From an optimization exercise on the open Yosys and OpenROAD flow, aimed at small area; shortcuts taken in it are not production practice.
RTL that was checked went through simulation tests only; none was proved equivalent to the original.
The RTL of run 2 was laid out without a check of its function.
Power and IR drop assume default switching activity.

==> design.v <==
package gpio_pkg;
   localparam int IO_NUM     = 32;
   localparam int APB_WIDTH  = 32;
   localparam int ADDR_WIDTH = 8;
   localparam int CFG_WIDTH  = 8;
   localparam logic [7:0] OFFS_CFG_LIMIT = 8'h80;
   localparam logic [7:0] OFFS_INTR      = 8'h80;
   localparam logic [7:0] OFFS_GPIN      = 8'h90;
   localparam logic [7:0] OFFS_GPOUT     = 8'hA0;
   localparam int CFG_OUT_EN   = 0;
   localparam int CFG_IN_EN    = 1;
   localparam int CFG_OE       = 2;
   localparam int CFG_INT_EN   = 3;
   localparam int CFG_TYPE_LSB = 5;
   localparam logic [APB_WIDTH-1:0] GPOUT_RESET = '0;
   typedef enum logic [2:0] {
      IRQ_LEVEL_HIGH = 3'd0,
      IRQ_LEVEL_LOW  = 3'd1,
      IRQ_EDGE_POS   = 3'd2,
      IRQ_EDGE_NEG   = 3'd3,
      IRQ_EDGE_BOTH  = 3'd4,
      IRQ_DISABLED   = 3'd7
   } irq_type_e;
endpackage
module gpio_apb_regs(
   input  logic                             PCLK,
   input  logic                             aresetn,
   input  logic                             psel_i,
   input  logic                             penable_i,
   input  logic                             pwrite_i,
   input  logic [gpio_pkg::ADDR_WIDTH-1:0]  paddr_i,
   input  logic [gpio_pkg::APB_WIDTH-1:0]   pwdata_i,
   output logic [gpio_pkg::APB_WIDTH-1:0]   prdata_o,
   input  logic [gpio_pkg::IO_NUM-1:0]      gpin_sync_i,
   input  logic [gpio_pkg::IO_NUM-1:0]      intr_status_i,
   output logic [gpio_pkg::IO_NUM-1:0]      cfg_int_en_o,
   output logic [3*gpio_pkg::IO_NUM-1:0]    cfg_int_type_o,
   output logic                             intr_clr_we_o,
   output logic [gpio_pkg::APB_WIDTH-1:0]   clr_mask_o,
   output logic [gpio_pkg::IO_NUM-1:0]      gpio_out_o,
   output logic [gpio_pkg::IO_NUM-1:0]      gpio_oe_o
);
   logic [gpio_pkg::CFG_WIDTH-1:0]        cfg_q [gpio_pkg::IO_NUM];
   logic [gpio_pkg::APB_WIDTH-1:0]        gpout_q;
   logic                        wr_en;
   logic                        cfg_hit;
   logic [$clog2(gpio_pkg::IO_NUM)-1:0]   addr_idx;
   logic [gpio_pkg::IO_NUM-1:0]           out_en;
   logic [gpio_pkg::IO_NUM-1:0]           in_en;
   logic [gpio_pkg::IO_NUM-1:0]           oe_bit;
   assign wr_en    = psel_i & penable_i & pwrite_i;
   assign cfg_hit  = (paddr_i < gpio_pkg::OFFS_CFG_LIMIT);
   assign addr_idx = paddr_i[2 +: $clog2(gpio_pkg::IO_NUM)];
   assign intr_clr_we_o = wr_en && (paddr_i == gpio_pkg::OFFS_INTR);
   assign clr_mask_o    = pwdata_i;
   for (genvar i = 0; i < gpio_pkg::IO_NUM; i++)
   begin : g_cfg
      always_ff @(posedge PCLK or negedge aresetn)
      begin
         if (!aresetn)
         begin
            cfg_q[i] <= '0;
         end
         else if (wr_en && cfg_hit && (addr_idx == i))
         begin
            cfg_q[i] <= pwdata_i[gpio_pkg::CFG_WIDTH-1:0];
         end
      end
      assign out_en[i]         = cfg_q[i][gpio_pkg::CFG_OUT_EN];
      assign in_en[i]          = cfg_q[i][gpio_pkg::CFG_IN_EN];
      assign oe_bit[i]         = cfg_q[i][gpio_pkg::CFG_OE];
      assign cfg_int_en_o[i]   = cfg_q[i][gpio_pkg::CFG_INT_EN];
      assign cfg_int_type_o[3*i +: 3] = cfg_q[i][gpio_pkg::CFG_TYPE_LSB +: 3];
   end
   always_ff @(posedge PCLK or negedge aresetn)
   begin
      if (!aresetn)
      begin
         gpout_q <= gpio_pkg::GPOUT_RESET;
      end
      else if (wr_en && (paddr_i == gpio_pkg::OFFS_GPOUT))
      begin
         gpout_q <= pwdata_i;
      end
   end
   assign gpio_out_o = gpout_q[gpio_pkg::IO_NUM-1:0] & out_en;
   assign gpio_oe_o  = out_en & oe_bit;
   always_comb
   begin
      if (cfg_hit)
      begin
         prdata_o = gpio_pkg::APB_WIDTH'(cfg_q[addr_idx]);
      end
      else if (paddr_i == gpio_pkg::OFFS_INTR)
      begin
         prdata_o = gpio_pkg::APB_WIDTH'(intr_status_i);
      end
      else if (paddr_i == gpio_pkg::OFFS_GPIN)
      begin
         prdata_o = gpio_pkg::APB_WIDTH'(gpin_sync_i & in_en);
      end
      else if (paddr_i == gpio_pkg::OFFS_GPOUT)
      begin
         prdata_o = gpout_q;
      end
      else
      begin
         prdata_o = '0;
      end
   end
endmodule
module gpio_irq_unit(
   input  logic                             PCLK,
   input  logic                             aresetn,
   input  logic [gpio_pkg::IO_NUM-1:0]      gpio_in_i,
   input  logic [gpio_pkg::IO_NUM-1:0]      cfg_int_en_i,
   input  logic [3*gpio_pkg::IO_NUM-1:0]    cfg_int_type_i,
   input  logic                             intr_clr_we_i,
   input  logic [gpio_pkg::APB_WIDTH-1:0]   clr_mask_i,
   output logic [gpio_pkg::IO_NUM-1:0]      gpin_sync_o,
   output logic [gpio_pkg::IO_NUM-1:0]      intr_status_o,
   output logic [gpio_pkg::IO_NUM-1:0]      int_o,
   output logic                             int_or_o
);
   logic [gpio_pkg::IO_NUM-1:0] sync1_q;
   logic [gpio_pkg::IO_NUM-1:0] sync2_q;
   logic [gpio_pkg::IO_NUM-1:0] dly_q;
   logic [gpio_pkg::IO_NUM-1:0] rise;
   logic [gpio_pkg::IO_NUM-1:0] fall;
   logic [gpio_pkg::IO_NUM-1:0] clr;
   logic [gpio_pkg::IO_NUM-1:0] edge_pos_q;
   logic [gpio_pkg::IO_NUM-1:0] edge_neg_q;
   logic [gpio_pkg::IO_NUM-1:0] edge_both_q;
   logic [gpio_pkg::IO_NUM-1:0] int_src;
   always_ff @(posedge PCLK or negedge aresetn)
   begin
      if (!aresetn)
      begin
         sync1_q <= '0;
         sync2_q <= '0;
         dly_q   <= '0;
      end
      else
      begin
         sync1_q <= gpio_in_i;
         sync2_q <= sync1_q;
         dly_q   <= sync2_q;
      end
   end
   assign gpin_sync_o = dly_q;
   assign rise = sync2_q & ~dly_q;
   assign fall = ~sync2_q & dly_q;
   assign clr  = intr_clr_we_i ? clr_mask_i[gpio_pkg::IO_NUM-1:0] : '0;
   for (genvar i = 0; i < gpio_pkg::IO_NUM; i++)
   begin : g_pin
      always_ff @(posedge PCLK or negedge aresetn)
      begin
         if (!aresetn)
         begin
            edge_pos_q[i]  <= 1'b0;
            edge_neg_q[i]  <= 1'b0;
            edge_both_q[i] <= 1'b0;
         end
         else if (!cfg_int_en_i[i])
         begin
            edge_pos_q[i]  <= 1'b0;
            edge_neg_q[i]  <= 1'b0;
            edge_both_q[i] <= 1'b0;
         end
         else
         begin
            edge_pos_q[i]  <= rise[i] | (edge_pos_q[i] & ~clr[i]);
            edge_neg_q[i]  <= fall[i] | (edge_neg_q[i] & ~clr[i]);
            edge_both_q[i] <= rise[i] | fall[i] | (edge_both_q[i] & ~clr[i]);
         end
      end
      always_comb
      begin
         case (cfg_int_type_i[3*i +: 3])
            gpio_pkg::IRQ_LEVEL_HIGH: int_src[i] = dly_q[i];
            gpio_pkg::IRQ_LEVEL_LOW:  int_src[i] = ~dly_q[i];
            gpio_pkg::IRQ_EDGE_POS:   int_src[i] = edge_pos_q[i];
            gpio_pkg::IRQ_EDGE_NEG:   int_src[i] = edge_neg_q[i];
            gpio_pkg::IRQ_EDGE_BOTH:  int_src[i] = edge_both_q[i];
            default:        int_src[i] = 1'b0;
         endcase
      end
   end
   assign int_o    = int_src & cfg_int_en_i;
   assign int_or_o = |int_o;
   always_ff @(posedge PCLK or negedge aresetn)
   begin
      if (!aresetn)
      begin
         intr_status_o <= '0;
      end
      else if (intr_clr_we_i)
      begin
         intr_status_o <= intr_status_o & ~clr_mask_i[gpio_pkg::IO_NUM-1:0];
      end
      else
      begin
         intr_status_o <= int_o;
      end
   end
endmodule
module gpio_top(
   input  logic                             PCLK,
   input  logic                             aresetn,
   input  logic                             psel_i,
   input  logic                             penable_i,
   input  logic                             pwrite_i,
   input  logic [gpio_pkg::ADDR_WIDTH-1:0]  paddr_i,
   input  logic [gpio_pkg::APB_WIDTH-1:0]   pwdata_i,
   output logic [gpio_pkg::APB_WIDTH-1:0]   prdata_o,
   output logic                             pready_o,
   output logic                             pslverr_o,
   input  logic [gpio_pkg::IO_NUM-1:0]      gpio_in_i,
   output logic [gpio_pkg::IO_NUM-1:0]      gpio_out_o,
   output logic [gpio_pkg::IO_NUM-1:0]      gpio_oe_o,
   output logic [gpio_pkg::IO_NUM-1:0]      int_o,
   output logic                             int_or_o
);
   logic [gpio_pkg::IO_NUM-1:0]    cfg_int_en;
   logic [3*gpio_pkg::IO_NUM-1:0] cfg_int_type;
   logic                 intr_clr_we;
   logic [gpio_pkg::APB_WIDTH-1:0] clr_mask;
   logic [gpio_pkg::IO_NUM-1:0]    gpin_sync;
   logic [gpio_pkg::IO_NUM-1:0]    intr_status;
   assign pready_o  = 1'b1;
   assign pslverr_o = 1'b0;
   gpio_apb_regs u_regs (
      .PCLK           (PCLK),
      .aresetn        (aresetn),
      .psel_i         (psel_i),
      .penable_i      (penable_i),
      .pwrite_i       (pwrite_i),
      .paddr_i        (paddr_i),
      .pwdata_i       (pwdata_i),
      .prdata_o       (prdata_o),
      .gpin_sync_i    (gpin_sync),
      .intr_status_i  (intr_status),
      .cfg_int_en_o   (cfg_int_en),
      .cfg_int_type_o (cfg_int_type),
      .intr_clr_we_o  (intr_clr_we),
      .clr_mask_o     (clr_mask),
      .gpio_out_o     (gpio_out_o),
      .gpio_oe_o      (gpio_oe_o)
   );
   gpio_irq_unit u_irq (
      .PCLK           (PCLK),
      .aresetn        (aresetn),
      .gpio_in_i      (gpio_in_i),
      .cfg_int_en_i   (cfg_int_en),
      .cfg_int_type_i (cfg_int_type),
      .intr_clr_we_i  (intr_clr_we),
      .clr_mask_i     (clr_mask),
      .gpin_sync_o    (gpin_sync),
      .intr_status_o  (intr_status),
      .int_o          (int_o),
      .int_or_o       (int_or_o)
   );
endmodule
==> run.sh <==
#!/bin/bash
# synth_recipe.tcl (not shown) runs the flow's synth.tcl, then flattens the netlist and writes it again
# the make line also repeats each setting of config.mk as NAME=value (left out here)
make -C /OpenROAD-flow-scripts/flow DESIGN_CONFIG=/design/flow/config.mk WORK_HOME=/design/flow/orfs CLKGATE_MAP_FILE= SYNTH_SCRIPT=/design/flow/synth_recipe.tcl finish
==> config.mk <==
export PLATFORM = sky130hd
export DESIGN_NAME = gpio_top
export DESIGN_NICKNAME = gpio_top
export VERILOG_FILES = /design/flow/design.v
export SDC_FILE = /design/flow/constraint.sdc
export NUM_CORES = 4
export LEC_CHECK = 0
export CAP_MARGIN = 20
export CORE_MARGIN = 2
export CORE_UTILIZATION = 40
export SLEW_MARGIN = 20
==> constraint.sdc <==
create_clock -name core_clock -period 7.0 [get_ports {PCLK}]
set_input_delay 1.4000 -clock core_clock [delete_from_list [all_inputs] [get_ports {PCLK}]]
set_output_delay 1.4000 -clock core_clock [all_outputs]
set_load 0.01 [all_outputs]
==> results.ini, run 1 <==
[power_and_ir_drop]
p_leak_uw = 0.0134
irDropWorstVdd_mv = 0.208
power_density_mw_per_mm2 = 233

[synth]
synth_nets = 2372
synth-seq-cells = 512
synth_top_area_share = 0.518
synthDistinctLibCells = 75
synth_area_leaders = dfrtp_1, mux2_2, a21oi_1, ha_1, mux2i_1
synthArstFlopShare = 1.00
synth_area_per_cell_um2 = 11.1
ys.flop_type = dfrtp_1
ys_warn_count = 3
netlist_area_mm2 = 0.0247
ys_seq_area_frac = 0.518
synth_top_area_cell = dfrtp_1
syn_inst = 2231
synth_edf_count = 0

[sta]
fmax_mhz = 154
fin_crit_sh = 0.925
slew_headroom = 0.224
fin_skew_ps = 28.8
period_minus_slack_ps = 6470
slew_violations = 0
hold_viol = 0
fin_tns_setup_ps = 0
worst_slew_pin_slew_ps = 1160
rsz0062_at_grt = false
setup_viol = 0
post-route-worst-setup-slack_ps = 527

[clocking]
clock-root-buffer = clkbuf_16
ctsResizeCount = 0
insertion_delay_ps = 640
post_cts_buffers = 0
clkSinkCount = 512
numCtsBuffers = 56
cts.path.max_buffers = 3
cts_max_level = 2
path_clk_slew_ps = 60
cts_tree = done
cts_hold_buf = 0

[die]
io_pins = 208
start_util = 0.403
die_w_um = 253
die_y_um = 253
rows = 91
die_area_mm2 = 0.0638
core_region_area_mm2 = 0.0614

[cells_and_area]
nets = 2597
n_fill_cell = 5569
drive_above_1_share = 0.200
synthToLayoutAreaGrowth_pct = 20.1

[setup_path]
crit_type = input port to primary output
endpoint_kind = primary output
worstSetupStartpointType = input port
worstPathMaxFanout = 28
r2r_start = u_regs.cfg_q[12][7]
critPathLaunch = paddr_i[5]
crit_required_ps = 5600
crit_arrival_ps = 5070

[detailed_routing]
drc_errors = 0
post_drt_via_cell_ratio = 5.82
drt-total-wl_um = 97500
first_iter_violations = 1497
ant_nets = 0
drt_first_pass_iters = 5
vias = 19152
routedWlPerCell_um = 29.6

[placed_design]
preCtsSetupSlack_ps = 653
dp_hpwl_um = 72400
gp_congestion = 1.01
portBuffers = 205

[min_path]
hold_class = flip-flop to flip-flop
hold_path.startpoint = u_irq.sync1_q[15]

[grt]
grt_overflow = 0
antenna_found_initial = 5
grt_pass1_vias = 19305
grt_max_degree = 154
grt_use_total = 0.307
grt_pass1_wl_um = 140000

[outcome]
outcome = no timing/DRC/antenna violations

[job]
drv_cap = 0

[routing by layer]
metal	wire (um)	vias to the layer above	part of all wire	GRT usage
met5	27	-	0.00028	0
met4	2900	4	0.030	0.0926
met3	4700	136	0.048	0.0409
met2	46500	578	0.48	0.500
met1	43400	10042	0.45	0.425
li1	-	8392	-	-
[path summary, 6_finish.rpt]
path                       depth (start not counted)                      end  slack [ps]
max                                                9              prdata_o[2]         530
min                                                0        u_irq.sync2_q[15]         350
max reg2reg                                        4  u_irq.intr_status_o[12]        4940
min reg2reg                                        0        u_irq.sync2_q[15]         350
max in group asynchronous                          2      u_regs.cfg_q[24][4]        4920
min in group asynchronous                          1      u_irq.edge_neg_q[9]         770
[sequential cells by signal, summed over array words and instances, names as in the netlist]
register,cells
u_irq.edge_both_q,32
u_irq.edge_neg_q,32
u_irq.sync2_q,32
u_irq.intr_status_o,32
u_irq.dly_q,32
u_irq.sync1_q,32
u_regs.cfg_q,256
u_irq.edge_pos_q,32
u_regs.gpout_q,32
[logic make-up (layout without fill, tap and decap cells)]
group	Yosys count	in the layout	synth area share
DFF	512	512	0.518
other	2	4	0.000304
xor gates and xnor gates	1	1	0.000354
and+or+nand+nor	666	666	0.147
buffers and inverters	204	472	0.0356
muxes	348	348	0.155
adders and majority gates	64	64	0.0324
AOI/OAI and AO/OA	434	434	0.111
[critical path: stages]
cell	delay, ps
buf_2	590
nand2_1	290
nor2_1	710
nand2_1	350
o21ai_0	520
a2bb2oi_1	180
nand4_1	120
a2bb2oi_1	290
clkdlybuf4s50_1	600
[cells in the final DEF (no fill, tap or decap), types with 26 or more instances in the layout]
cell             instances
dfrtp_1                512
mux2_2                 284
clkdlybuf4s50_1        195
a21oi_1                162
nand2_1                147
inv_1                  104
o21ai_0                 86
nor2_1                  82
nor2b_1                 77
nand3_1                 76
and2_1                  68
mux2i_1                 64
ha_1                    64
buf_4                   57
clkbuf_16               56
nand2b_1                47
a22oi_1                 37
nand3b_1                34
a21boi_0                32
nor3_1                  28
nor2_2                  26
[final cells by class]
class	instances	area (um2)	area share
repair buffers	265	2510	0.0844
clock inverters	24	313	0.0105
multi-input cells	1515	11000	0.372
well taps	790	988	0.0333
inverters	106	398	0.0134
flip-flops and latches	512	12800	0.432
diodes	2	5.00	0.000169
clock buffers	77	1610	0.0543
[report_power, final]
part	internal (uW)	switching, uW
clock network	1830	1270
logic	218	335
registers	3080	178
[cells in the mapped netlist (11+ instances only)]
library cell  number
nor3_1            28
nand3_1           76
ha_1              64
mux2_2           284
clkbuf_1          42
o21ai_0           86
a32oi_1           15
nor2b_1           78
a31oi_1           15
a21boi_0          32
nand3b_1          34
nand2_1          148
o32ai_1           11
and2_1            68
inv_1            104
nor2_1            82
nand2b_1          47
nor2_2            26
a21oi_1          162
buf_2             36
mux2i_1           64
dfrtp_1          512
a22o_1            11
nand4_1           22
a22oi_1           37
[through the flow]
step / utilization / cells / area (um2) / hold slack [ps] / power (uW)
4_1_cts: 0.483 / 3289 / 29700 / 348 / 6960
3_5_place_dp: 0.452 / 3188 / 27700 / 335 / 3860
2_1_floorplan: - / 2231 / 24700 / 331 / 3490
3_3_place_gp: 0.452 / 3188 / 27700 / 332 / 3840
6_report: 0.484 / 3291 / 29700 / 347 / 6910
5_1_grt: 0.484 / 3289 / 29700 / 352 / 7140
==> run 2: changes to the inputs <==
==> design.v (replaced) <==
package gpio_pkg;
   localparam int IO_NUM     = 32;
   localparam int APB_WIDTH  = 32;
   localparam int ADDR_WIDTH = 8;
endpackage
module gpio_top(
   input  logic                             PCLK,
   input  logic                             aresetn,
   input  logic                             psel_i,
   input  logic                             penable_i,
   input  logic                             pwrite_i,
   input  logic [gpio_pkg::ADDR_WIDTH-1:0]  paddr_i,
   input  logic [gpio_pkg::APB_WIDTH-1:0]   pwdata_i,
   output logic [gpio_pkg::APB_WIDTH-1:0]   prdata_o,
   output logic                             pready_o,
   output logic                             pslverr_o,
   input  logic [gpio_pkg::IO_NUM-1:0]      gpio_in_i,
   output logic [gpio_pkg::IO_NUM-1:0]      gpio_out_o,
   output logic [gpio_pkg::IO_NUM-1:0]      gpio_oe_o,
   output logic [gpio_pkg::IO_NUM-1:0]      int_o,
   output logic                             int_or_o
);
   logic [31:0] out_en, in_en, oe, int_en, spare;
   logic [31:0] ty0, ty1, ty2;
   logic [31:0] gpout;
   logic [31:0] sync1, sync2, dly;
   logic [31:0] pos, neg;       
   logic [31:0] status;
   logic        wr;
   logic [31:0] sel;           
   logic        cfg_hit, hit80, hit90, hitA0;
   logic [31:0] clr, src;
   assign pready_o  = 1'b1;
   assign pslverr_o = 1'b0;
   assign wr      = psel_i & penable_i & pwrite_i;
   assign cfg_hit = ~paddr_i[7];
   assign hit80   = paddr_i == 8'h80;
   assign hit90   = paddr_i == 8'h90;
   assign hitA0   = paddr_i == 8'hA0;
   always_comb
      for (int i = 0; i < 32; i++)
         sel[i] = paddr_i[6:2] == 5'(i);
   always_ff @(posedge PCLK or negedge aresetn)
      if (!aresetn)
      begin
         out_en <= '0; in_en <= '0; oe <= '0; int_en <= '0; spare <= '0;
         ty0 <= '0; ty1 <= '0; ty2 <= '0;
      end
      else
         for (int i = 0; i < 32; i++)
            if (wr && cfg_hit && sel[i])
            begin
               out_en[i] <= pwdata_i[0];
               in_en[i]  <= pwdata_i[1];
               oe[i]     <= pwdata_i[2];
               int_en[i] <= pwdata_i[3];
               spare[i]  <= pwdata_i[4];
               ty0[i]    <= pwdata_i[5];
               ty1[i]    <= pwdata_i[6];
               ty2[i]    <= pwdata_i[7];
            end
   always_ff @(posedge PCLK or negedge aresetn)
      if (!aresetn)
         gpout <= '0;
      else if (wr && hitA0)
         gpout <= pwdata_i;
   assign gpio_out_o = gpout & out_en;
   assign gpio_oe_o  = out_en & oe;
   assign clr = (wr && hit80) ? pwdata_i : '0;
   always_ff @(posedge PCLK or negedge aresetn)
      if (!aresetn)
      begin
         sync1 <= '0; sync2 <= '0; dly <= '0;
         status <= '0;
      end
      else
      begin
         sync1  <= gpio_in_i;
         sync2  <= sync1;
         dly    <= sync2;
         status <= (wr && hit80) ? (status & ~pwdata_i) : int_o;
      end
   always_ff @(posedge PCLK)
   begin
      pos <= int_en & ((sync2 & ~dly) | (pos & ~clr));
      neg <= int_en & ((~sync2 & dly) | (neg & ~clr));
   end
   always_comb
      for (int i = 0; i < 32; i++)
         case ({ty2[i], ty1[i], ty0[i]})
            3'd0:    src[i] = dly[i];
            3'd1:    src[i] = ~dly[i];
            3'd2:    src[i] = pos[i];
            3'd3:    src[i] = neg[i];
            3'd4:    src[i] = pos[i] | neg[i];
            default: src[i] = 1'b0;
         endcase
   assign int_o    = int_en & src;
   assign int_or_o = |int_o;
   always_comb
   begin
      prdata_o = '0;
      if (cfg_hit)
      begin
         for (int i = 0; i < 32; i++)
            if (sel[i])
               prdata_o[7:0] = {ty2[i], ty1[i], ty0[i], spare[i], int_en[i], oe[i], in_en[i], out_en[i]};
      end
      else if (hit80)
         prdata_o = status;
      else if (hit90)
         prdata_o = dly & in_en;
      else if (hitA0)
         prdata_o = gpout;
   end
endmodule
--- a/config.mk
+++ b/config.mk
@@ -7,2 +7,3 @@
 export LEC_CHECK = 0
+export ABC_AREA = 1
 export CAP_MARGIN = 20
==> results.ini, run 2 <==
[power_and_ir_drop]
power_uw = 6510
p_int_uw = 4810
power_frac_comb = 0.093
switching_power_uw = 1690
power_density_mw_per_mm2 = 245
irDropWorstVdd_mv = 0.213
pwr-share-clk = 0.436
swShare = 0.260
power_frac_seq = 0.472
p_leak_uw = 0.0122

[clocking]
cts_max_level = 2
clkSinkCount = 480
clock-root-buffer = clkbuf_16
numCtsBuffers = 53
insertion_delay_ps = 610
cts_tree = done
post_cts_buffers = 0
path_clk_slew_ps = 60
cts_hold_buf = 0
ctsResizeCount = 0
cts.path.max_buffers = 3

[sta]
worst_slew_pin_slew_ps = 1030
hold_ws_ps = 343
slew_violations = 0
slew_headroom = 0.310
fin_crit_sh = 0.936
period_minus_slack_ps = 6550
post-route-worst-setup-slack_ps = 451
hold_viol = 0
fin_tns_setup_ps = 0
setup_viol = 0
fin_skew_ps = 12.3
fmax_mhz = 153
rsz0062_at_grt = false

[synth]
syn_inst = 2775
ys_seq_area_frac = 0.532
synth_area_per_cell_um2 = 7.92
synth_top_area_share = 0.474
synthArstFlopShare = 0.867
synth_nets = 2852
synth_commonest_cells = nand2_1, o21ai_0, dfrtp_1
synthDistinctLibCells = 36
ys_warn_count = 1
ys.flop_type = dfrtp_1
synth_area_leaders = dfrtp_1, nand2_1, o21ai_0, inv_1, dfxtp_1
synthMostInstantiatedCell = nand2_1
netlist_area_mm2 = 0.0220
synth-seq-cells = 480
synth_top_area_cell = dfrtp_1
synth_edf_count = 0

[cells_and_area]
drive_above_1_share = 0.0638
nets = 3044
final_cell_mix = nand2_1, o21ai_0, dfrtp_1, inv_1, clkdlybuf4s50_1
fin_util = 0.491
mostFrequentLayoutCell = nand2_1
synthToLayoutAreaGrowth_pct = 20.7

[die]
die_w_um = 238
start_util = 0.407
die_area_mm2 = 0.0568
rows = 85
core_region_area_mm2 = 0.0540
io_pins = 208
die_y_um = 238

[setup_path]
crit_type = input port to primary output
cpMostUsedCell = nand2_1
crit_required_ps = 5600
cp_cell_sequence = clkdlybuf4s50_1, inv_2, nor2_4, nand2_1, nor2_1, a21oi_1, nand4_1, nand2_1, nand3_1, nand2_1, nand3_1, nand2_1, nand4_1, nand2_1, nand4_1, nand2_1, nand4_1, nand2_1, nand3_1, nand2_1, nand4_1, nor2_1, nor2_1, clkdlybuf4s50_1
max_stage_delay_ps = 630
crit_arrival_ps = 5150
worstPathMaxFanout = 11
critPathBufInv = 3
cpLargestDelayFamily = simple AND/OR/NAND/NOR gates
worstSetupStartpointType = input port
cpMaxStageDelayCell = clkdlybuf4s50_1
endpoint_kind = primary output

[detailed_routing]
routedWlPerCell_um = 20.5
drc_errors = 0
post_drt_via_cell_ratio = 5.42
drt-total-wl_um = 75900
ant_nets = 0
first_iter_violations = 1918
vias = 20092
drt_first_pass_iters = 8

[min_path]
hold_class = flip-flop to flip-flop

[grt]
grt_overflow = 0
antenna_found_initial = 3
grt_max_degree = 148
grt_use_total = 0.267
grt_pass1_wl_um = 115000
grt_pass1_vias = 19384

[placed_design]
portBuffers = 205
dp_hpwl_um = 54100
preCtsSetupSlack_ps = 565
gp_congestion = 0.933

[job]
drv_cap = 0

[outcome]
outcome = no timing/DRC/antenna violations

## run 2: changes by cell type in the layout (fill, tap and decap cells not counted), sizes merged, moves of 38 or more
cell    before  now
mux2       284    0
ha          64    0
nand4       23   62
nand2      148  750
dfrtp      512  416
nor2       109  159
dfxtp        0   64
nor2b       78    0
or2          2   40
o21ai       86  435
inv        109  392
nand2b      47    0
and2        70    0
mux2i       64    0
## run 2: layout make-up
type / count / area, um2
clock inverter: 17 / 174
antenna: 1 / 2.50
inverter: 392 / 1470
fill: 5168 / 27500
timing repair buffer: 238 / 2320
multi-input combinational: 1802 / 8410
tap: 696 / 871
clock buffer: 82 / 1590
sequential: 480 / 11700
## run 2: final timing paths
kind	startpoint	slack, ps	to	cells past startpoint
worst max-delay path	paddr_i[3]	450	prdata_o[7]	24
min in group asynchronous	aresetn	810	status[31]	1
worst max register to register	ty2[7]	5500	status[7]	7
worst min-delay path	sync1[31]	340	sync2[31]	0
max in group asynchronous	aresetn	4680	status[22]	2
worst min register to register	sync1[31]	340	sync2[31]	0
## run 2: logic make-up after synthesis
family,count (synthesis),synth area share
flops,480,0.532
buf+inv,493,0.0856
other cells,2,0.000342
compound gates,688,0.170
simple gates,1112,0.212
## run 2: power groups by stage
stage                     clock (uW)  sequential (uW)  combinational (uW)
after floorplan                    0             3060                 311
after global placement             0             3110                 582
after detailed placement           0             3110                 598
after CTS                       2880             3060                 602
after global routing            3000             3080                 668
final                           2840             3070                 602
## run 2: routing by layer
layer  track usage  share of wire  up-vias
met1         0.365           0.43     9714
li1              -              -     9412
met4        0.0920          0.033        2
met3        0.0427          0.080      142
met2         0.432           0.46      822
met5             0        0.00016        -
## run 2: per-stage QoR
step	cell area, um2	instances
after global routing	26500	3707
after CTS	26500	3707
after global placement	24800	3608
final	26500	3708
after detailed placement	24800	3608
after floorplan	22000	2775
==> run 3: changes to the inputs <==
--- a/design.v
+++ b/design.v
@@ -23,3 +23,3 @@
    logic [31:0] out_en, in_en, oe, int_en, spare;
-   logic [31:0] ty0, ty1, ty2;
+   logic [31:0] tx, ty, tz;
    logic [31:0] gpout;
@@ -30,4 +30,6 @@
    logic [31:0] sel;           
-   logic        cfg_hit, hit80, hit90, hitA0;
-   logic [31:0] clr, src;
+   logic        cfg_hit, hit80, hit90, hitA0, clr_we;
+   logic [31:0] nclr;
+   logic [2:0]  wtype, rtype;
+   logic [7:0]  rcfg;
    assign pready_o  = 1'b1;
@@ -39,2 +41,3 @@
    assign hitA0   = paddr_i == 8'hA0;
+   assign clr_we  = wr & hit80;
    always_comb
@@ -42,2 +45,16 @@
          sel[i] = paddr_i[6:2] == 5'(i);
+   always_comb
+      if (!pwdata_i[3])
+         wtype = pwdata_i[7:5];
+      else
+         case (pwdata_i[7:5])
+            3'd0: wtype = 3'b100;
+            3'd1: wtype = 3'b110;
+            3'd2: wtype = 3'b010;
+            3'd3: wtype = 3'b001;
+            3'd4: wtype = 3'b011;
+            3'd5: wtype = 3'b000;
+            3'd6: wtype = 3'b101;
+            default: wtype = 3'b111;
+         endcase
    always_ff @(posedge PCLK or negedge aresetn)
@@ -46,3 +63,3 @@
          out_en <= '0; in_en <= '0; oe <= '0; int_en <= '0; spare <= '0;
-         ty0 <= '0; ty1 <= '0; ty2 <= '0;
+         tx <= '0; ty <= '0; tz <= '0;
       end
@@ -57,5 +74,5 @@
                spare[i]  <= pwdata_i[4];
-               ty0[i]    <= pwdata_i[5];
-               ty1[i]    <= pwdata_i[6];
-               ty2[i]    <= pwdata_i[7];
+               tx[i]     <= wtype[2];
+               ty[i]     <= wtype[1];
+               tz[i]     <= wtype[0];
             end
@@ -68,3 +85,3 @@
    assign gpio_oe_o  = out_en & oe;
-   assign clr = (wr && hit80) ? pwdata_i : '0;
+   assign nclr = ~({32{clr_we}} & pwdata_i);
    always_ff @(posedge PCLK or negedge aresetn)
@@ -80,3 +97,3 @@
          dly    <= sync2;
-         status <= (wr && hit80) ? (status & ~pwdata_i) : int_o;
+         status <= clr_we ? (status & ~pwdata_i) : int_o;
       end
@@ -84,17 +101,28 @@
    begin
-      pos <= int_en & ((sync2 & ~dly) | (pos & ~clr));
-      neg <= int_en & ((~sync2 & dly) | (neg & ~clr));
+      pos <= int_en & ((sync2 & ~dly) | (pos & nclr));
+      neg <= int_en & ((~sync2 & dly) | (neg & nclr));
+   end
+   assign int_o    = int_en & ((tx & ~tz & (dly ^ ty)) | (~tx & ((ty & pos) | (tz & neg))));
+   assign int_or_o = |int_o;
+   always_comb
+   begin
+      rcfg = '0;
+      for (int i = 0; i < 32; i++)
+         if (sel[i])
+            rcfg = rcfg | {tx[i], ty[i], tz[i], spare[i], int_en[i], oe[i], in_en[i], out_en[i]};
    end
    always_comb
-      for (int i = 0; i < 32; i++)
-         case ({ty2[i], ty1[i], ty0[i]})
-            3'd0:    src[i] = dly[i];
-            3'd1:    src[i] = ~dly[i];
-            3'd2:    src[i] = pos[i];
-            3'd3:    src[i] = neg[i];
-            3'd4:    src[i] = pos[i] | neg[i];
-            default: src[i] = 1'b0;
+      if (!rcfg[3])
+         rtype = rcfg[7:5];
+      else
+         case (rcfg[7:5])
+            3'b100: rtype = 3'd0;
+            3'b110: rtype = 3'd1;
+            3'b010: rtype = 3'd2;
+            3'b001: rtype = 3'd3;
+            3'b011: rtype = 3'd4;
+            3'b000: rtype = 3'd5;
+            3'b101: rtype = 3'd6;
+            default: rtype = 3'd7;
          endcase
-   assign int_o    = int_en & src;
-   assign int_or_o = |int_o;
    always_comb
@@ -103,7 +131,3 @@
       if (cfg_hit)
-      begin
-         for (int i = 0; i < 32; i++)
-            if (sel[i])
-               prdata_o[7:0] = {ty2[i], ty1[i], ty0[i], spare[i], int_en[i], oe[i], in_en[i], out_en[i]};
-      end
+         prdata_o[7:0] = {rtype, rcfg[4:0]};
       else if (hit80)
--- a/config.mk
+++ b/config.mk
@@ -11,2 +11,3 @@
 export CORE_UTILIZATION = 40
+export CTS_BUF_LIST = sky130_fd_sc_hd__clkbuf_4
 export SLEW_MARGIN = 20
==> results.ini, run 3 <==
[synth]
synth_top_area_cell = dfrtp_1
synthArstFlopShare = 0.867
muxShareOfSynthArea = 0
synth_area_leaders = dfrtp_1, nand2_1, o21ai_0, dfxtp_1, inv_1
synthDistinctLibCells = 37
synth_nets = 2804
ys_warn_count = 1
synth_simple_gate_area_frac = 0.213
syn_inst = 2727
synth_top_family_by_area = simple AND/OR/NAND/NOR gates
synth_top_area_share = 0.477
synth_compound_area_frac = 0.169
synthAdderAreaFrac = 0
synthMostInstantiatedCell = nand2_1
synth_commonest_cells = nand2_1, o21ai_0, dfrtp_1
synth_edf_count = 0
ys_seq_area_frac = 0.535
netlist_area_mm2 = 0.0218
synth-seq-cells = 480
ys.flop_type = dfrtp_1
synth_xor_area_frac = 0.000802
synth_area_per_cell_um2 = 8.01

[clocking]
numCtsBuffers = 135
insertion_delay_ps = 980
clock-root-buffer = clkbuf_4
cts_tree = done
cts_max_level = 4
ctsResizeCount = 0
path_clk_slew_ps = 60
post_cts_buffers = 0
cts_hold_buf = 0
clkSinkCount = 480
cts.path.max_buffers = 3

[cells_and_area]
drive_above_1_share = 0.112
synthToLayoutAreaGrowth_pct = 21.4
final_cell_mix = nand2_1, o21ai_0, dfrtp_1, inv_1
mostFrequentLayoutCell = nand2_1
nets = 3073
final_cells = 3802
n_fill_cell = 5311

[grt]
grt_use_total = 0.329
busiest_layer = met2
antenna_found_initial = 5
grt_max_degree = 155
grt_pass1_wl_um = 134000
met2_usage = 0.502
grtUsageMet3 = 0.0681
grt_pass1_vias = 20137
gr-usage-met1 = 0.458
grt_overflow = 0

[die]
io_pins = 208
die_area_mm2 = 0.0565
die_w_um = 238
rows = 85
start_util = 0.405
core_region_area_mm2 = 0.0539
die_y_um = 238

[setup_path]
crit_required_ps = 5600
r2r-end = status[11]
r2r_start = ty[11]
critPathLaunch = paddr_i[3]
crit_type = input port to primary output
rrSetupSlack_ps = 5450
critPathCapture = prdata_o[5]
rr_worst_depth = 5
crit_arrival_ps = 4930
worstPathMaxFanout = 9
endpoint_kind = primary output
worstSetupStartpointType = input port

[power_and_ir_drop]
power_uw = 6640
p_leak_uw = 0.0127
irDropWorstVdd_mv = 0.125
power_density_mw_per_mm2 = 250

[sta]
worst_slew_pin_slew_ps = 1080
fin_skew_ps = 45.8
rsz0062_at_grt = false
fin_tns_setup_ps = 0
fmax_mhz = 158
period_minus_slack_ps = 6330
fin_crit_sh = 0.904
slew_violations = 0
slew_headroom = 0.274
hold_viol = 0
hold_ws_ps = 347
setup_viol = 0

[job]
drv_cap = 0

[detailed_routing]
drt-total-wl_um = 92400
routedWlPerCell_um = 24.3
drc_errors = 0
vias = 20929
post_drt_via_cell_ratio = 5.50
first_iter_violations = 2114
drt_first_pass_iters = 6
ant_nets = 0

[placed_design]
dp_hpwl_um = 67100
portBuffers = 205
place_inst = 3555
gp_congestion = 1.02

[min_path]
hold_depth = 0
hold_class = flip-flop to flip-flop

[outcome]
outcome = no timing/DRC/antenna violations

run 3: cell count changes in the layout (fill, tap and decap cells not counted), moves of 19 or more:
cell	before	now
o211ai_1	29	0
clkinv_1	2	25
a21oi_1	136	155
o311ai_0	24	4
a22o_1	0	28
inv_1	377	332
clkbuf_16	55	0
nand2_1	748	697
clkbuf_4	0	203
nand3_1	70	127
run 3: worst min path at each step:
stage / startpoint / to / slack, ps
after floorplan: sync1[0] / sync2[0] / 330
after global placement: sync1[15] / sync2[15] / 330
after detailed placement: sync1[16] / sync2[16] / 330
after CTS: sync1[24] / sync2[24] / 350
after global routing: sync1[24] / sync2[24] / 350
final: sync1[24] / sync2[24] / 350
run 3: routing by layer:
layer,wire [um],vias up,part of all wire
li1,-,9554,-
met1,40400,10259,0.44
met2,41600,938,0.45
met3,7050,172,0.076
met4,3360,6,0.036
met5,41,-,0.00044
run 3: metrics by stage:
stage	worst slack, ps	utilization	cell area (um2)
2_1_floorplan	2730	-	21800
3_3_place_gp	760	0.457	24700
3_5_place_dp	761	0.457	24700
4_1_cts	758	0.491	26500
5_1_grt	566	0.491	26500
6_report	671	0.492	26500
run 3: report_power, final:
group          internal [uW]  total, uW  switching [uW]
combinational            259        724             465
clock                   1510       2770            1260
sequential              2960       3140             181
run 3: cell families after synthesis:
logic type             count (synthesis)
AND/OR/NAND/NOR                     1100
buffers and inverters                460
flip-flops                           480
other                                  2
XOR/XNOR                               2
AO/OA/AOI/OAI                        683
run 3: final cells by class:
class | instances | area (um2) | share of cell area
multi-input cells | 1787 | 8400 | 0.317
flip-flops and latches | 480 | 11700 | 0.441
well taps | 696 | 871 | 0.0329
clock inverters | 41 | 309 | 0.0117
clock buffers | 203 | 1520 | 0.0575
inverters | 344 | 1290 | 0.0487
repair buffers | 248 | 2410 | 0.0910
diodes | 3 | 7.51 | 0.000283
run 3: critical path, stage by stage:
cell and delay, ps:
clkdlybuf4s50_1 580, inv_1 90, nor2_2 460, nand3_1 360, inv_1 250, nand2_1 100, nand2_1 180, nor2_1 100
nand2_1 70, inv_1 50, nand2_1 60, nor2_1 70, o21ai_0 150, nor2_1 60, nor2_1 300, clkdlybuf4s50_1 620
==> run 4: changes to the inputs <==
==> flow/run.sh (new file) <==
#!/bin/bash
# Own layout flow: the standard synthesis, then its combinational logic re-mapped
# for area (flip-flops untouched), then the standard layout with the port
# buffers made from the smallest buffer cell. Each tool's output goes to its own log.
set -euo pipefail
W=$PWD
R=$W/orfs/results/$FLOW_PLATFORM/gpio_top/base
LIB=$FLOW_HOME/platforms/$FLOW_PLATFORM/lib/sky130_fd_sc_hd__tt_025C_1v80.lib
YOSYS=$FLOW_HOME/../tools/install/yosys/bin/yosys

# 1. standard synthesis
bash standard.sh synth > synth.log 2>&1
cp "$R/1_2_yosys.v" std_1_2_yosys.v

# 2. re-map the combinational logic
DU=$(sed -n '/DONT_USE_CELLS += /,/^#/p' "$FLOW_HOME/platforms/$FLOW_PLATFORM/config.mk" \
     | grep -o 'sky130_fd_sc_hd__[a-z0-9_]*' | sed 's/^/-dont_use /' | tr '\n' ' ')
sed -e "s#@LIB@#$LIB#g" -e "s#@DU@#$DU#" -e "s#@TOP@#$FLOW_TOP#g" \
    -e "s#@SCRIPT@#$W/flow/abc_area.script#" flow/resyn.ys > resyn_run.ys
"$YOSYS" -s resyn_run.ys > resyn.log 2>&1
cp resyn_out.v "$R/1_2_yosys.v"

# 3. the standard layout from the re-mapped netlist
export BUFFER_PORTS_ARGS="-buffer_cell sky130_fd_sc_hd__buf_1"
bash standard.sh finish > layout.log 2>&1
==> flow/abc_area.script (new file) <==
strash
&get -n
&st
&dch
&nf -R 1000
&put
topo
==> flow/resyn.ys (new file) <==
# Re-map the combinational logic of the standard synthesis netlist with an
# area-oriented ABC script. Flip-flop instances keep their cells and names.
read_liberty -ignore_miss_func @LIB@
read_verilog std_1_2_yosys.v
hierarchy -top @TOP@
setattr -mod -set keep_hierarchy 1 sky130_fd_sc_hd__df*
flatten
opt_clean
tee -o resyn_before.txt stat -liberty @LIB@
abc -liberty @LIB@ -script @SCRIPT@ @DU@
opt_clean -purge
hilomap -singleton -hicell sky130_fd_sc_hd__conb_1 HI -locell sky130_fd_sc_hd__conb_1 LO
splitnets
opt_clean -purge
select @TOP@
tee -o resyn_after.txt stat -liberty @LIB@
write_verilog -noattr -nohex -nodec -selected resyn_out.v
==> standard.sh (new file) <==
#!/bin/bash
# synth_recipe.tcl (not shown) runs the flow's synth.tcl, then flattens the netlist and writes it again
# the make line also repeats each setting of config.mk as NAME=value (left out here)
make -C /OpenROAD-flow-scripts/flow DESIGN_CONFIG=/design/flow/config.mk WORK_HOME=/design/flow/orfs CLKGATE_MAP_FILE= SYNTH_SCRIPT=/design/flow/synth_recipe.tcl "${@:-finish}"
removed: run.sh
==> results.ini, run 4 <==
[sta]
period_minus_slack_ps = 6180
fin_crit_sh = 0.882
post-route-worst-setup-slack_ps = 824
fin_skew_ps = 53.8
worst_slew_pin_slew_ps = 1100
fin_tns_setup_ps = 0
setup_viol = 0
slew_headroom = 0.268
rsz0062_at_grt = false
fmax_mhz = 162
hold_viol = 0
slew_violations = 0

[placed_design]
portBuffers = 205
dp_hpwl_um = 55700
gp_congestion = 0.999
placed_cell_area_mm2 = 0.0222
preCtsSetupSlack_ps = 929

[cells_and_area]
nets = 2366
final_cell_mix = dfrtp_1, nand2_1, clkbuf_4, o21ai_0, buf_1
mostFrequentLayoutCell = dfrtp_1
fin_util = 0.490
synthToLayoutAreaGrowth_pct = 20.4
drive_above_1_share = 0.132
stdcell_area_mm2 = 0.0240

[grt]
grt_pass1_wl_um = 114000
grt_overflow = 0
grt_pass1_vias = 17128
antenna_found_initial = 3
grt_use_total = 0.308
grt_max_degree = 144

[die]
die_w_um = 227
rows = 81
die_y_um = 227
die_area_mm2 = 0.0517
core_region_area_mm2 = 0.0491
io_pins = 208
start_util = 0.407

[detailed_routing]
drt_first_pass_iters = 7
first_iter_violations = 1636
post_drt_via_cell_ratio = 5.75
vias = 17621
ant_nets = 0
drt-total-wl_um = 78500
drc_errors = 0
routedWlPerCell_um = 25.6

[clocking]
cts_hold_buf = 0
numCtsBuffers = 136
path_clk_slew_ps = 60
ctsResizeCount = 0
insertion_delay_ps = 980
post_cts_buffers = 0
cts_tree = done
clock-root-buffer = clkbuf_4
cts.path.max_buffers = 3
cts_max_level = 4
clkSinkCount = 480

[min_path]
hold_class = flip-flop to flip-flop
min_to = sync2[10]
hold_depth = 0
hold_path.startpoint = sync1[10]

[synth]
ys_warn_count = 1
synth_area_per_cell_um2 = 10.6
synth_nets = 1960
syn_inst = 1883
netlist_area_mm2 = 0.0199

[setup_path]
rr_worst_depth = 4
rrSetupSlack_ps = 5340
crit_arrival_ps = 4780
crit_required_ps = 5600
worstPathMaxFanout = 9
endpoint_kind = primary output
crit_type = input port to primary output
r2r_start = ty[3]
worstSetupStartpointType = input port
r2r-end = status[3]

[outcome]
outcome = no timing/DRC/antenna violations

[power_and_ir_drop]
p_leak_uw = 0.0107
power_density_mw_per_mm2 = 256
irDropWorstVdd_mv = 0.169

[job]
drv_cap = 0

[run 4: routing by layer]
metal,global-route usage,wire (um),vias to the layer above
li1,-,-,7862
met1,0.419,33700,8842
met2,0.472,36200,777
met3,0.0750,6140,140
met4,0.124,2500,0
met5,0,0,-
[run 4: final cells by class]
class / instances / area (um2)
Inverter: 30 / 113
Clock buffer: 211 / 1580
Timing Repair Buffer: 268 / 1290
Fill cell: 4702 / 25000
Antenna cell: 6 / 15.0
Sequential cell: 480 / 11700
Multi-Input combinational cell: 1373 / 8270
Clock inverter: 35 / 234
Tap cell: 664 / 831
[run 4: how the worst max path moves through the flow]
stage          slack [ps]  depth (start not counted)     endpoint       start
6_report              820                         14  prdata_o[6]  paddr_i[5]
5_1_grt               660                         14  prdata_o[6]  paddr_i[5]
4_1_cts               910                         14  prdata_o[6]  paddr_i[5]
3_5_place_dp          930                         14  prdata_o[6]  paddr_i[5]
3_3_place_gp          980                         14  prdata_o[6]  paddr_i[5]
2_1_floorplan        1950                         11  prdata_o[6]  paddr_i[5]
[run 4: through the flow]
stage	hold slack (ps)	total power, uW	cells
after global routing	328	6400	3067
after detailed placement	336	3460	2815
final	324	6140	3067
after floorplan	331	3180	1883
after global placement	332	3450	2815
after CTS	323	6190	3061
[run 4: worst max-delay path, cell delays in order]
cell and delay, ps:
buf_1 250, clkinv_1 150, nand2_1 390, nor3_1 140, buf_4 190, a22o_1 260, a221oi_1 220, nand4_1 270
nor3_1 480, clkinv_1 230, a21boi_0 260, xor2_1 90, o21ai_0 260, buf_1 190
[run 4: power breakdown]
part / leakage [uW] / internal, uW / switching [uW]
combinational: 0.00357 / 110 / 228
clock: 0.00108 / 1480 / 1240
sequential: 0.00604 / 2890 / 186
==> run 5: changes to the inputs <==
--- a/flow/run.sh
+++ b/flow/run.sh
@@ -3,3 +3,4 @@
 # for area (flip-flops untouched), then the standard layout with the port
-# buffers made from the smallest buffer cell. Each tool's output goes to its own log.
+# buffers made from the smallest buffer cell, a smaller clock tree and
+# smaller repair buffers. Each tool's output goes to its own log.
 set -euo pipefail
@@ -20,3 +21,5 @@
 "$YOSYS" -s resyn_run.ys > resyn.log 2>&1
-cp resyn_out.v "$R/1_2_yosys.v"
+# enable muxes (a flip-flop's output fed back through a 2:1 mux) as nor2 + a21oi
+python3 flow/muxfb.py resyn_out.v muxfb_out.v > muxfb.log 2>&1
+cp muxfb_out.v "$R/1_2_yosys.v"
 
@@ -24,2 +27,7 @@
 export BUFFER_PORTS_ARGS="-buffer_cell sky130_fd_sc_hd__buf_1"
+# clock tree: fewer, larger sink clusters and no dummy loads
+export CTS_ARGS="-sink_clustering_enable -repair_clock_nets -dont_use_dummy_load -buf_list sky130_fd_sc_hd__clkbuf_4 -sink_clustering_size 10 -sink_clustering_max_diameter 40"
+# keep the placement-time repair from picking the largest buffers
+export PRE_GLOBAL_PLACE_TCL=$W/flow/dontbig.tcl
+export PRE_RESIZE_TCL=$W/flow/dontbig.tcl
 bash standard.sh finish > layout.log 2>&1
==> flow/dontbig.tcl (new file) <==
# keep repair from picking large buffers
set_dont_use [get_lib_cells {sky130_fd_sc_hd__buf_6 sky130_fd_sc_hd__buf_8 sky130_fd_sc_hd__buf_12 sky130_fd_sc_hd__buf_16 sky130_fd_sc_hd__bufinv_8 sky130_fd_sc_hd__bufinv_16 sky130_fd_sc_hd__clkbuf_8 sky130_fd_sc_hd__clkbuf_16 sky130_fd_sc_hd__bufbuf_8 sky130_fd_sc_hd__bufbuf_16}]
==> flow/muxfb.py (new file) <==
#!/usr/bin/env python3
"""Rewrite each 2:1 mux cell that holds a flip-flop's own output (an enable
mux) into nor2 + a21oi, sharing one inverter per inverted signal.
Same function: D = w ? d : q  ==  ~((w & ~d) | ~(w | q))."""
import re, sys
src, dst = sys.argv[1], sys.argv[2]
text = open(src).read()
cell_re = re.compile(r'^(\s*)(sky130_fd_sc_hd__\w+)\s+(\S+)\s*\((.*?)\);\n', re.S | re.M)
pin_re = re.compile(r'\.(\w+)\((.*?)\)\s*(?:,|$)', re.S)
cells = []
for m in cell_re.finditer(text):
    pins = {p: n.strip() for p, n in pin_re.findall(m.group(4))}
    cells.append((m.start(), m.end(), m.group(2), m.group(3), pins))
d2q = {}
for _, _, t, n, p in cells:
    if re.match(r'sky130_fd_sc_hd__(dfrtp|dfxtp|dfstp|dfrbp)', t):
        d2q[p['D']] = p['Q']
inv_of = {}
for _, _, t, n, p in cells:
    if re.match(r'sky130_fd_sc_hd__(clk)?inv_\d', t):
        inv_of.setdefault(p['A'], p['Y'])
new_cells = []
def f(net):
    return net + ' ' if net.startswith('\\') else net
cnt = [0]
def inv(net):
    if net not in inv_of:
        cnt[0] += 1
        y = f'mxfb_n{cnt[0]}'
        new_cells.append(('wire', y))
        new_cells.append(f'  sky130_fd_sc_hd__clkinv_1 mxfb_i{cnt[0]} (\n    .A({f(net)}),\n    .Y({y})\n  );\n')
        inv_of[net] = y
    return inv_of[net]
out = []; pos = 0; nrew = 0
for s, e, t, n, p in cells:
    if re.match(r'sky130_fd_sc_hd__mux2_\d$', t) and p.get('X') in d2q:
        q = d2q[p['X']]
        if p['A0'] == q:
            w, d = p['S'], p['A1']
        elif p['A1'] == q:
            w, d = inv(p['S']), p['A0']
        else:
            continue
        nd = inv(d)
        cnt[0] += 1
        k = cnt[0]
        h = f'mxfb_h{k}'
        new_cells.append(('wire', h))
        out.append(text[pos:s])
        out.append(f'  sky130_fd_sc_hd__nor2_1 mxfb_o{k} (\n    .A({f(w)}),\n    .B({f(q)}),\n    .Y({h})\n  );\n')
        out.append(f'  sky130_fd_sc_hd__a21oi_1 mxfb_a{k} (\n    .A1({f(w)}),\n    .A2({f(nd)}),\n    .B1({h}),\n    .Y({f(p["X"])})\n  );\n')
        pos = e; nrew += 1
out.append(text[pos:])
res = ''.join(out)
wires = ''.join(f'  wire {c[1]};\n' for c in new_cells if isinstance(c, tuple))
insts = ''.join(c for c in new_cells if isinstance(c, str))
i = res.rindex('endmodule')
res = res[:i] + insts + res[i:]
# declare the new wires after the module header
j = res.index(');', res.index('module ')) + 3
res = res[:j] + wires + res[j:]
open(dst, 'w').write(res)
print(f'rewrote {nrew} enable muxes, {sum(1 for c in new_cells if isinstance(c,str) and "clkinv" in c)} new inverters')
--- a/config.mk
+++ b/config.mk
@@ -11,3 +11,2 @@
 export CORE_UTILIZATION = 40
-export CTS_BUF_LIST = sky130_fd_sc_hd__clkbuf_4
 export SLEW_MARGIN = 20
==> results.ini, run 5 <==
[power_and_ir_drop]
power_density_mw_per_mm2 = 222
p_leak_uw = 0.00954
switching_power_uw = 1440
power_frac_seq = 0.633
swShare = 0.289
power_frac_comb = 0.076
irDropWorstVdd_mv = 0.159
pwr-share-clk = 0.292
power_uw = 4980
p_int_uw = 3540

[detailed_routing]
drc_errors = 0
ant_nets = 0
drt-total-wl_um = 78800
vias = 17946
post_drt_via_cell_ratio = 5.85
drt_first_pass_iters = 8
first_iter_violations = 1921
routedWlPerCell_um = 25.7

[die]
die_area_mm2 = 0.0513
die_w_um = 227
start_util = 0.405
die_y_um = 227
rows = 81
core_region_area_mm2 = 0.0490
io_pins = 208

[setup_path]
cpMostUsedCell = buf_1
cp_cell_sequence = buf_1, clkinv_1, buf_1, nor3_1, buf_1, a22o_1, a221oi_1, nand4_1, nor3_1, clkinv_1, a21boi_0, xor2_1, o21ai_0, buf_1
crit_arrival_ps = 4930
cpLargestDelayFamily = buffers and inverters
critPathBufInv = 6
worstPathMaxFanout = 15
worstSetupStartpointType = input port
endpoint_kind = primary output
r2r_start = ty[26]
max_stage_delay_ps = 550
crit_required_ps = 5600
crit_type = input port to primary output
rrSetupSlack_ps = 5330
rr_worst_depth = 4
r2r-end = status[26]
path_depth = 14
cpMaxStageDelayCell = buf_1

[grt]
grt_overflow = 0
antenna_found_initial = 8
grt_pass1_wl_um = 115000
grt_max_degree = 69
grt_use_total = 0.311
grt_pass1_vias = 16853

[placed_design]
gp_congestion = 0.955
portBuffers = 205
dp_hpwl_um = 58700

[min_path]
hold_path.startpoint = sync1[19]
hold_depth = 0
min_to = sync2[19]
hold_class = flip-flop to flip-flop

[sta]
setup_viol = 0
rsz0062_at_grt = false
slew_headroom = 0.262
worst_slew_pin_slew_ps = 1110
hold_viol = 0
fin_skew_ps = 82.0
fin_crit_sh = 0.904
period_minus_slack_ps = 6330
slew_violations = 0
fmax_mhz = 158
fin_tns_setup_ps = 0

[cells_and_area]
fin_util = 0.458
nets = 2471
final_cell_mix = dfrtp_1, a21oi_1, nor2_1, nand2_1, buf_1
drive_above_1_share = 0.0569
mostFrequentLayoutCell = dfrtp_1
synthToLayoutAreaGrowth_pct = 13.2

[clocking]
insertion_delay_ps = 870
numCtsBuffers = 77
cts_hold_buf = 0
clkSinkCount = 480
path_clk_slew_ps = 90
clock-root-buffer = clkbuf_4
post_cts_buffers = 0
cts.path.max_buffers = 3
cts_max_level = 3
cts_tree = done
ctsResizeCount = 0

[synth]
ys_warn_count = 1
syn_inst = 2048
synth_nets = 2125
netlist_area_mm2 = 0.0198
synth_area_per_cell_um2 = 9.67

[outcome]
outcome = no timing/DRC/antenna violations

[job]
drv_cap = 0

-- run 5: layout make-up --
cell class | count | area (um2)
inverter | 73 | 274
clock buffer | 77 | 578
sequential | 480 | 11700
fill | 4785 | 26500
multi-input combinational | 1495 | 7950
timing repair buffer | 267 | 1080
antenna | 10 | 25.0
tap | 664 | 831
-- run 5: worst reg2reg max path: stages (launching register included) --
cell	delay (ps)
dfrtp_1	500
o21ai_0	210
a211oi_1	60
o21ai_0	540
a21oi_1	150
-- run 5: worst max path at each step --
stage	slack [ps]	from	end
after floorplan	1950	paddr_i[5]	prdata_o[6]
after global placement	730	paddr_i[6]	prdata_o[6]
after detailed placement	790	paddr_i[6]	prdata_o[6]
after CTS	770	paddr_i[6]	prdata_o[6]
after global routing	430	paddr_i[6]	prdata_o[6]
final	670	paddr_i[6]	prdata_o[6]
-- run 5: metal layers --
metal / part of all wire / GRT usage
met5: 0.00020 / 0
met4: 0.034 / 0.113
met1: 0.44 / 0.434
met2: 0.46 / 0.486
met3: 0.070 / 0.0543
-- run 5: stage by stage --
| stage | cells | area, um2 | hold slack [ps] | setup WS, ps |
|---|---|---|---|---|
| global route | 3064 | 22400 | 326 | 430 |
| floorplan | 2048 | 19800 | 331 | 1950 |
| global placement | 2979 | 21800 | 332 | 726 |
| detailed placement | 2979 | 21800 | 335 | 793 |
| finish | 3066 | 22400 | 303 | 675 |
| CTS | 3056 | 22400 | 306 | 771 |
-- run 5: power groups by stage --
stage          combinational, uW  sequential (uW)  clock, uW
2_1_floorplan                197             3070          0
3_3_place_gp                 364             3200          0
3_5_place_dp                 374             3200          0
4_1_cts                      375             3140       1490
5_1_grt                      422             3160       1600
6_report                     376             3150       1450
==> run 6: changes to the inputs <==
--- a/design.v
+++ b/design.v
@@ -34,2 +34,3 @@
    logic [7:0]  rcfg;
+   logic [10:0][7:0] rgrp;
    assign pready_o  = 1'b1;
@@ -89,3 +90,3 @@
       begin
-         sync1 <= '0; sync2 <= '0; dly <= '0;
+         sync1 <= '0; sync2 <= '0;
          status <= '0;
@@ -96,3 +97,2 @@
          sync2  <= sync1;
-         dly    <= sync2;
          status <= clr_we ? (status & ~pwdata_i) : int_o;
@@ -101,2 +101,3 @@
    begin
+      dly <= sync2;
       pos <= int_en & ((sync2 & ~dly) | (pos & nclr));
@@ -108,6 +109,14 @@
    begin
-      rcfg = '0;
-      for (int i = 0; i < 32; i++)
-         if (sel[i])
-            rcfg = rcfg | {tx[i], ty[i], tz[i], spare[i], int_en[i], oe[i], in_en[i], out_en[i]};
+      for (int k = 0; k < 11; k++)
+      begin
+         rgrp[k] = '0;
+         for (int j = 0; j < 3; j++)
+            if (3*k + j < 32)
+               rgrp[k] = rgrp[k] | ({8{sel[3*k+j]}} &
+                  {tx[3*k+j], ty[3*k+j], tz[3*k+j], spare[3*k+j],
+                   int_en[3*k+j], oe[3*k+j], in_en[3*k+j], out_en[3*k+j]});
+      end
+      rcfg = ((rgrp[0] | rgrp[1] | rgrp[2] | rgrp[3]) |
+              (rgrp[4] | rgrp[5] | rgrp[6] | rgrp[7])) |
+             (rgrp[8] | rgrp[9] | rgrp[10]);
    end
==> flow/run.sh (replaced) <==
#!/bin/bash
# Own layout flow. Synthesis: the standard synthesis, plus two area-mapped
# netlists with the same flip-flops (same instances, names and cells):
#   a) ORFS's synthesis script with an area-oriented ABC script in place of the
#      standard one,
#   b) the standard netlist's combinational logic re-mapped with that script.
# In both, each enable mux (a flip-flop's output fed back through a 2:1 mux) is
# then built as nor2 + a21oi. The smaller netlist whose flip-flops match the
# standard synthesis's is laid out with the standard layout, with port
# buffers of the smallest buffer cell, a smaller clock tree and smaller repair
# buffers. Each tool's output goes to its own log in this folder.
set -euo pipefail
W=$PWD
R=$W/orfs/results/$FLOW_PLATFORM/gpio_top/base
LIB=$FLOW_HOME/platforms/$FLOW_PLATFORM/lib/sky130_fd_sc_hd__tt_025C_1v80.lib
YOSYS=$FLOW_HOME/../tools/install/yosys/bin/yosys
ABC_SCRIPT=$W/flow/abc_area.script

# 1. standard synthesis
bash standard.sh synth > synth.log 2>&1
cp "$R/1_2_yosys.v" std_1_2_yosys.v
python3 flow/flops.py std_1_2_yosys.v > flops_std.txt

area() {  # netlist -> cell area
  sed -e "s#@LIB@#$LIB#g" -e "s#@NET@#$1#" -e "s#@TOP@#$FLOW_TOP#" -e "s#@OUT@#$1.stat#" flow/area.ys > "$1.area.ys"
  "$YOSYS" -q -s "$1.area.ys" > "$1.area.log" 2>&1
  awk '/Chip area/ {print $NF}' "$1.stat"
}

# 2a. ORFS's synthesis with the area-oriented ABC script
mkdir -p orfs_my/results/$FLOW_PLATFORM/gpio_top/base
cp -p "$R"/1_1_yosys_canonicalize.rtlil orfs_my/results/$FLOW_PLATFORM/gpio_top/base/
cp -rp orfs/objects orfs_my/ 2>/dev/null || true
sed -e "s#log_cmd abc {\*}\$abc_args#log_cmd abc {*}[lreplace \$abc_args 1 1 $ABC_SCRIPT]#" \
    "$FLOW_HOME/scripts/synth.tcl" > synth_mod.tcl
grep -q "lreplace" synth_mod.tcl
sed -e "s#source \$::env(SCRIPTS_DIR)/synth.tcl#source $W/synth_mod.tcl#" synth_recipe.tcl > my_synth.tcl
grep -q synth_mod my_synth.tcl
sed -n '/^make /p' standard.sh | sed -e "s#WORK_HOME=[^ ]*#WORK_HOME=$W/orfs_my#" \
    -e "s#SYNTH_SCRIPT=[^ ]*#SYNTH_SCRIPT=$W/my_synth.tcl#" -e 's#"${@:-finish}"#do-yosys#' > my_synth.sh
CAND=""
if bash my_synth.sh > my_synth.log 2>&1; then
  python3 flow/muxfb.py orfs_my/results/$FLOW_PLATFORM/gpio_top/base/1_2_yosys.v cand_a.v > muxfb_a.log 2>&1 \
    && CAND="$CAND cand_a.v"
fi

# 2b. the standard netlist's combinational logic re-mapped
DU=$(sed -n '/DONT_USE_CELLS += /,/^#/p' "$FLOW_HOME/platforms/$FLOW_PLATFORM/config.mk" \
     | grep -o 'sky130_fd_sc_hd__[a-z0-9_]*' | sed 's/^/-dont_use /' | tr '\n' ' ')
sed -e "s#@LIB@#$LIB#g" -e "s#@DU@#$DU#" -e "s#@TOP@#$FLOW_TOP#g" \
    -e "s#@SCRIPT@#$ABC_SCRIPT#" flow/resyn.ys > resyn_run.ys
if "$YOSYS" -s resyn_run.ys > resyn.log 2>&1; then
  python3 flow/muxfb.py resyn_out.v cand_b.v > muxfb_b.log 2>&1 && CAND="$CAND cand_b.v"
fi

# 2c. pick the smallest candidate that keeps the standard flip-flops
BEST=std_1_2_yosys.v
BESTA=$(area std_1_2_yosys.v)
for c in $CAND; do
  python3 flow/flops.py "$c" > "flops_$c.txt"
  if cmp -s flops_std.txt "flops_$c.txt"; then
    a=$(area "$c")
    echo "$c $a" >> candidates.txt
    if awk -v a="$a" -v b="$BESTA" 'BEGIN {exit !(a < b)}'; then BEST=$c; BESTA=$a; fi
  else
    echo "$c flip-flops differ from the standard synthesis" >> candidates.txt
  fi
done
echo "chosen $BEST $BESTA" >> candidates.txt
cp "$BEST" "$R/1_2_yosys.v"

# 3. the standard layout from the chosen netlist
export BUFFER_PORTS_ARGS="-buffer_cell sky130_fd_sc_hd__buf_1"
# clock tree: sink clusters of ten and no dummy loads
export CTS_ARGS="-sink_clustering_enable -repair_clock_nets -dont_use_dummy_load -buf_list sky130_fd_sc_hd__clkbuf_4 -sink_clustering_size 10 -sink_clustering_max_diameter 40"
# keep the placement-time repair from picking the largest buffers
export PRE_GLOBAL_PLACE_TCL=$W/flow/dontbig.tcl
export PRE_RESIZE_TCL=$W/flow/dontbig.tcl
bash standard.sh finish > layout.log 2>&1
==> flow/area.ys (new file) <==
read_liberty -lib @LIB@
read_verilog @NET@
hierarchy -top @TOP@
tee -o @OUT@ stat -liberty @LIB@
==> flow/flops.py (new file) <==
#!/usr/bin/env python3
"""Print the flip-flop instances (name and cell type) of a netlist written by
Yosys, one per line, sorted; used to check a netlist keeps the standard
synthesis's registers."""
import re, sys
text = open(sys.argv[1]).read()
ffs = sorted(f'{m.group(2)} {m.group(1)}' for m in
             re.finditer(r'^\s*(sky130_fd_sc_hd__df\w+)\s+(\S+)\s*\(', text, re.M))
print('\n'.join(ffs))
--- a/config.mk
+++ b/config.mk
@@ -10,3 +10,3 @@
 export CORE_MARGIN = 2
-export CORE_UTILIZATION = 40
+export CORE_UTILIZATION = 65
 export SLEW_MARGIN = 20
==> results.ini, run 6 <==
[outcome]
outcome = no timing/DRC/antenna violations

[power_and_ir_drop]
p_int_uw = 3440
power_density_mw_per_mm2 = 223
swShare = 0.280
irDropWorstVdd_mv = 0.174
p_leak_uw = 0.00913
pwr-share-clk = 0.261
power_frac_seq = 0.654
power_frac_comb = 0.086
switching_power_uw = 1340

[min_path]
hold_path.startpoint = sync2[7]
hold_class = flip-flop to flip-flop
hold_depth = 0
min_to = dly[7]

[cells_and_area]
fin_util = 0.725
synthToLayoutAreaGrowth_pct = 9.72
stdcell_area_mm2 = 0.0215
mostFrequentLayoutCell = a21oi_1
final_cell_mix = a21oi_1, dfrtp_1, nor2_1, buf_1, nand2_1
nets = 2363
drive_above_1_share = 0.0394

[synth]
ys_warn_count = 1
netlist_area_mm2 = 0.0196
syn_inst = 1994
synth_nets = 2071
synth_area_per_cell_um2 = 9.82

[clocking]
cts_max_level = 2
numCtsBuffers = 59
cts_tree = done
cts.path.max_buffers = 3
path_clk_slew_ps = 100
ctsResizeCount = 0
clkSinkCount = 480
cts_hold_buf = 0
clock-root-buffer = clkbuf_4
insertion_delay_ps = 780
post_cts_buffers = 0

[sta]
hold_viol = 0
fin_crit_sh = 0.890
fmax_mhz = 161
slew_violations = 0
slew_headroom = 0.224
setup_viol = 0
period_minus_slack_ps = 6230
fin_skew_ps = 49.3
fin_tns_setup_ps = 0
rsz0062_at_grt = false
worst_slew_pin_slew_ps = 1150

[setup_path]
r2r_start = ty[8]
cpMaxStageDelayCell = or2_0
r2r-end = status[8]
cp_cell_sequence = buf_1, or2_0, nor3_1, a222oi_1, nand4_1, nor2_1, nand4_1, nand2b_1, nand2_1, o31ai_1, buf_1
endpoint_kind = primary output
path_depth = 11
crit_type = input port to primary output
critPathLaunch = paddr_i[3]
max_stage_delay_ps = 520
crit_arrival_ps = 4830
cpLargestDelayFamily = simple AND/OR/NAND/NOR gates
worstSetupStartpointType = input port
worstPathMaxFanout = 10
rr_worst_depth = 5
rrSetupSlack_ps = 5530
crit_required_ps = 5600
critPathBufInv = 2

[die]
start_util = 0.661
die_area_mm2 = 0.0315
io_pins = 208
die_y_um = 178
die_w_um = 178
rows = 63
core_region_area_mm2 = 0.0296

[placed_design]
portBuffers = 205
placed_cell_area_mm2 = 0.0210
dp_hpwl_um = 45700
gp_congestion = 0.979

[detailed_routing]
vias = 17686
first_iter_violations = 2393
post_drt_via_cell_ratio = 6.61
drt-total-wl_um = 63100
drc_errors = 0
ant_nets = 0
routedWlPerCell_um = 23.6
drt_first_pass_iters = 14

[grt]
grt_pass1_wl_um = 95600
grt_max_degree = 76
grt_use_total = 0.402
grt_pass1_vias = 16931
antenna_found_initial = 2
grt_overflow = 0

[job]
drv_cap = 0

## run 6: worst max path at each step
stage	endpoint	slack, ps
6_report	prdata_o[5]	770
5_1_grt	prdata_o[6]	670
4_1_cts	prdata_o[6]	860
3_5_place_dp	prdata_o[6]	870
3_3_place_gp	prdata_o[6]	970
2_1_floorplan	prdata_o[3]	690
## run 6: power by group through the flow
stage | Sequential (uW) | Clock, uW | Combinational [uW]
2_1_floorplan | 3070 | 0 | 233
3_5_place_dp | 3170 | 0 | 402
6_report | 3130 | 1250 | 410
5_1_grt | 3140 | 1360 | 459
3_3_place_gp | 3170 | 0 | 380
4_1_cts | 3110 | 1260 | 404
## run 6: stage by stage
stage,power (uW),cells,setup WS (ps),hold slack [ps]
2_1_floorplan,3310,1994,689,331
3_3_place_gp,3550,2613,968,331
3_5_place_dp,3570,2615,873,335
4_1_cts,4770,2674,860,346
5_1_grt,4960,2675,672,338
6_report,4780,2675,773,339
## run 6: area by class of cell
| type | count | area, um2 |
|---|---|---|
| sequential | 480 | 11500 |
| timing repair buffer | 233 | 923 |
| tap | 390 | 488 |
| fill | 2272 | 8150 |
| inverter | 62 | 233 |
| multi-input combinational | 1450 | 7870 |
| antenna | 1 | 2.50 |
| clock buffer | 59 | 443 |
## run 6: per-layer routing
layer	wire length (um)	share of wire	vias up	GRT usage
met5	10	0.00016	-	0
met4	3580	0.057	2	0.204
met3	5680	0.090	261	0.0743
met2	30300	0.48	1134	0.669
met1	23600	0.37	8499	0.506
li1	-	-	7790	-
## run 6: worst reg2reg max path: cells and delay by family (launching register included)
kind / cells / cell delay [ps]
AO/OA/AOI/OAI: 3 / 520
flip-flops: 1 / 490
AND/OR/NAND/NOR: 2 / 390

-- separate check: timing with driven ports --
The results above use ideal ports. As a check the final layouts listed here were re-extracted and re-timed, cells and wires unchanged.
Step 1, drivers: a clkbuf_16 drives PCLK and a buf_2 each remaining input, both assumed.
Step 2 times the ports against the registers' clock, not the clock port: input delays grow and output delays shrink by t, the midpoint of the rising clock arrivals with the driver on.
a / b / c = ideal / step 1 / step 2; a / b = the first two.
| run | t (ns) | slack for setup (ns) | worst setup path at the end | clock arrival spread, ns |
|---|---|---|---|---|
| run 1 | 0.683 | 0.527 / 0.464 / 0.464 | input to output | 0.033 / 0.033 |
| run 2 | 0.664 | 0.451 / 0.346 / 0.346 | input to output | 0.016 / 0.016 |
| run 3 | 1.010 | 0.671 / 0.580 / 0.580 | input to output | 0.053 / 0.053 |
| run 4 | 1.015 | 0.824 / 0.802 / 0.802 | input to output | 0.064 / 0.064 |
| run 5 | 0.891 | 0.675 / 0.615 / 0.615 | input to output | 0.097 / 0.098 |
| run 6 | 0.807 | 0.773 / 0.704 / 0.704 | input to output | 0.070 / 0.069 |
After both steps every run listed still meets setup and hold. The setup slack of run 2, which loses most, moves by -0.105 ns with the drivers and by -0.105 ns with both steps.
